This design comes from an exercise in tuning for small area, a short achievable clock period and few clock cycles on the open sky130 flow, not from production work. At most, simulation tests tie the RTL to the original design; equivalence was not proved. Power and IR drop assume default switching activity.

// multicycle_datapath
module multicycle_datapath #(
    parameter int              XLEN     = 32,
    parameter int              NREG     = 32,
    parameter logic [XLEN-1:0] RESET_PC = '0
) (
    input  logic            clk,
    input  logic            reset,
    output logic            mem_req,
    output logic            mem_we,
    output logic [XLEN-1:0] mem_addr,
    output logic [XLEN-1:0] mem_wdata,
    input  logic            mem_ready,
    input  logic [XLEN-1:0] mem_rdata,
    output logic [XLEN-1:0] pc_out,
    output logic            retire,
    output logic            halted,
    output logic            illegal
);
    function automatic logic is_legal(input logic [6:0] opc, input logic [2:0] f3,
                                      input logic [6:0] f7);
        case (opc)
            OP_R:              is_legal = (f3 == F3_ADD && (f7 == F7_BASE || f7 == F7_SUB)) ||
                                          (f7 == F7_BASE && (f3 == F3_SLT || f3 == F3_OR || f3 == F3_AND));
  ...
Size: about 5100 cells after synthesis, about 140 I/O pins, about 64000 sq um of cells after synthesis.
clock: 8.0 ns
lec_check: 0
cap_margin: 20
core_margin: 2
core_utilization: 35
place_density: 0.45
setup_slack_margin: 4
slew_margin: 20
tns_end_percent: 5
run.sh (not shown) runs the stock make flow with config.mk's settings and CLKGATE_MAP_FILE= SYNTH_SCRIPT=/design/flow/synth_recipe.tcl, a recipe that flattens the netlist after the stock synthesis.
Testbench counts at the start, summed over its fixed seeds: cycles 45,162.
Change:
- SETUP_SLACK_MARGIN: 4 -> 5
After rerunning: Sequential power hardly moves; worst setup slack improved by 530 ps; power grows by about 0.6%; die area stays the same; maximum frequency is higher by about 13%; clock-buffer cell count decreases by 8; utilization rises by 0.66 points; non-clock buffer count rose by 61; cell area rose by 1.6%.
Change:
- CORE_UTILIZATION: 35 -> 45
- PLACE_DENSITY: 0.45 -> 0.55
Effect:
- sequential power is about the same
- area after synthesis does not change
- worst setup slack got worse by 160 ps
- clock-buffer cell count goes down by 19
- design area barely changes
- maximum frequency goes down by 3.9%
- via count goes up by 0.90%
Change:
- CORE_UTILIZATION: 45 -> 35
- CTS_BUF_LIST: default -> sky130_fd_sc_hd__clkbuf_8
- PLACE_DENSITY: 0.55 -> 0.45
Cell count went up by 8.3%.
Final area went down by 0.75%.
Count of clock-buffer cells in the layout went up by 65.
Worst hold slack loses 36 ps.
Via count went down by 0.64%.
Synthesized cell count does not change.
Global-route usage went down by 6.2 points.
Non-clock buffer count went down by 46.
Change:
- CTS_BUF_LIST: sky130_fd_sc_hd__clkbuf_8 -> sky130_fd_sc_hd__clkbuf_4 sky130_fd_sc_hd__clkbuf_8
- total power increases by 1.8%
- cell area rises by 0.82%
- die area does not change
- sequential power stays flat
- sequential cell count stays the same
- wire length came out higher by 0.32%
- via count stays flat
- clock power came out higher by 5.9%

---

Another version of the RTL of multicycle_datapath (not shown whole).
Size in the first run: about 4900 cells after synthesis, roughly 1300 flip-flops, about 140 I/O pins, roughly 63000 um^2 of cells after synthesis.
make LEC_CHECK=0 CAP_MARGIN=20 CORE_MARGIN=2 CORE_UTILIZATION=35 PLACE_DENSITY=0.45 SETUP_SLACK_MARGIN=5 SLEW_MARGIN=20 TNS_END_PERCENT=0 finish   # period 8.0 ns
The baseline finished clean.
Testbench counts at the start, summed over its fixed seeds: cycles 45,162.
Change:
- CTS_CLUSTER_DIAMETER: not set -> 60
- CTS_CLUSTER_SIZE: not set -> 25
- TNS_END_PERCENT: 0 -> 5
Result: The changed run ran to the end with no violations. Cell area grows slightly. Final cell count grows slightly. Routed wire length grows slightly.

---

Another version of the RTL of multicycle_datapath (not shown whole).
Size: about 5200 cells after synthesis, roughly 1400 flip-flops, roughly 140 I/O pins, roughly 65000 µm² of cells after synthesis.
==> flow/config.mk <==
export PLATFORM = sky130hd
export DESIGN_NAME = multicycle_datapath
export DESIGN_NICKNAME = multicycle_datapath
export VERILOG_FILES = /design/flow/design.v
export SDC_FILE = /design/flow/constraint.sdc
export NUM_CORES = 4
export LEC_CHECK = 0
export CAP_MARGIN = 20
export CORE_MARGIN = 2
export CORE_UTILIZATION = 35
export CTS_CLUSTER_DIAMETER = 60
export CTS_CLUSTER_SIZE = 25
export PLACE_DENSITY = 0.45
export SETUP_SLACK_MARGIN = 5
export SLEW_MARGIN = 20
export TNS_END_PERCENT = 5
==> flow/constraint.sdc <==
create_clock -name core_clock -period 8.0 [get_ports {clk}]
set_input_delay 1.6000 -clock core_clock [delete_from_list [all_inputs] [get_ports {clk}]]
set_output_delay 1.6000 -clock core_clock [all_outputs]
set_load 0.01 [all_outputs]
Next try:
Settings changed: CTS_CLUSTER_DIAMETER 60 to default, CTS_CLUSTER_SIZE 25 to default.
Effect: Count of clock-buffer cells in the layout grows by 62; total power grows by 2.6%; global-route usage grows by 0.27 points; non-clock buffer count shrinks by 34; setup slack degrades by 0.0053 ns; via count grows by 0.80%; final area grows by 0.62%; core utilization grows by 0.26 points.
Function was not checked in any run of this note: the RTL went through the layout flow alone.

---

Setup of T:
Another version of the RTL of multicycle_datapath (not shown whole).
Size in the first run: ~140 I/O pins.
Settings: LEC_CHECK=0, CAP_MARGIN=20, CORE_MARGIN=2, CORE_UTILIZATION=25, PLACE_DENSITY=0.35, SLEW_MARGIN=20; clock period 8.0 ns.
T completed end to end with timing, DRC and antenna clean.
Here is what was changed in the inputs of Q compared with T.
--- a/flow/config.mk
+++ b/flow/config.mk
@@ -10,2 +10,3 @@
-export CORE_UTILIZATION = 25
-export PLACE_DENSITY = 0.35
+export CORE_UTILIZATION = 50
+export PLACE_DENSITY = 0.6
+export SETUP_SLACK_MARGIN = 3
@@ -12,0 +14 @@
+export TNS_END_PERCENT = 100
--- outcome ---
Q ends up with a die area that is 140000 um^2 lower than in T.
Compared with T, Q improves clock period minus worst slack.
Delta (Q minus T): static leakage power fell by 0.47 nW; share of layout cells above drive strength 1 fell by 0.81 points.
Q vs T: cell-internal power down
Q vs T — relative contribution of the clock network to total power dropped 1.6 points.
No functional check of the RTL was part of any run of this note.

-- port drivers added, routing unchanged --
The flow's constraints put no driver on any port. The routed layouts listed below were extracted and timed again, unchanged, in two steps. Step 1: set_driving_cell puts a clkbuf_16 on clk and a buf_2 on each other input, an assumption about the parent block. Step 2 also shifts input and output timing later by t, the mid clock arrival at the registers, as if the neighbouring blocks saw the same clock. Three values: ideal ports, drivers, drivers and shift; two values: the first two.
run | t, ns | setup slack, ns | hold WS [ns] | slew at the worst register clock pin (ns)
the first run of note 1 | 0.903 | 3.499 / 3.546 / 2.654 | 0.455 / 0.455 / 0.455 | 0.07 / 0.07
the second run of note 1 | 0.919 | 4.030 / 4.030 / 3.510 | 0.446 / 0.446 / 0.446 | 0.06 / 0.06
the third run of note 1 | 0.874 | 3.868 / 3.868 / 3.409 | 0.453 / 0.453 / 0.453 | 0.07 / 0.07
the fourth run of note 1 | 1.099 | 4.022 / 4.022 / 3.198 | 0.417 / 0.417 / 0.417 | 0.07 / 0.07
the fifth run of note 1 | 1.099 | 3.984 / 3.984 / 3.230 | 0.417 / 0.417 / 0.417 | 0.07 / 0.07
the first run of note 2 | 0.905 | 3.958 / 3.958 / 3.192 | 0.450 / 0.450 / 0.450 | 0.07 / 0.07
the second run of note 2 | 0.873 | 4.149 / 4.149 / 3.579 | 0.446 / 0.446 / 0.446 | 0.09 / 0.09
the first run of note 3 | 0.883 | 3.944 / 3.944 / 3.286 | 0.424 / 0.424 / 0.424 | 0.10 / 0.10
the second run of note 3 | 0.912 | 3.939 / 3.939 / 3.231 | 0.426 / 0.426 / 0.426 | 0.07 / 0.07
T | 0.905 | 2.491 / 2.491 / 2.420 | 0.489 / 0.489 / 0.489 | 0.06 / 0.06
Q | 0.873 | 3.059 / 2.992 / 2.508 | 0.490 / 0.490 / 0.490 | 0.07 / 0.07
After both steps every run listed still meets setup and hold. For the first run of note 1, which loses most, drivers alone change the setup slack by +0.047 ns; drivers and shift together by -0.845 ns.
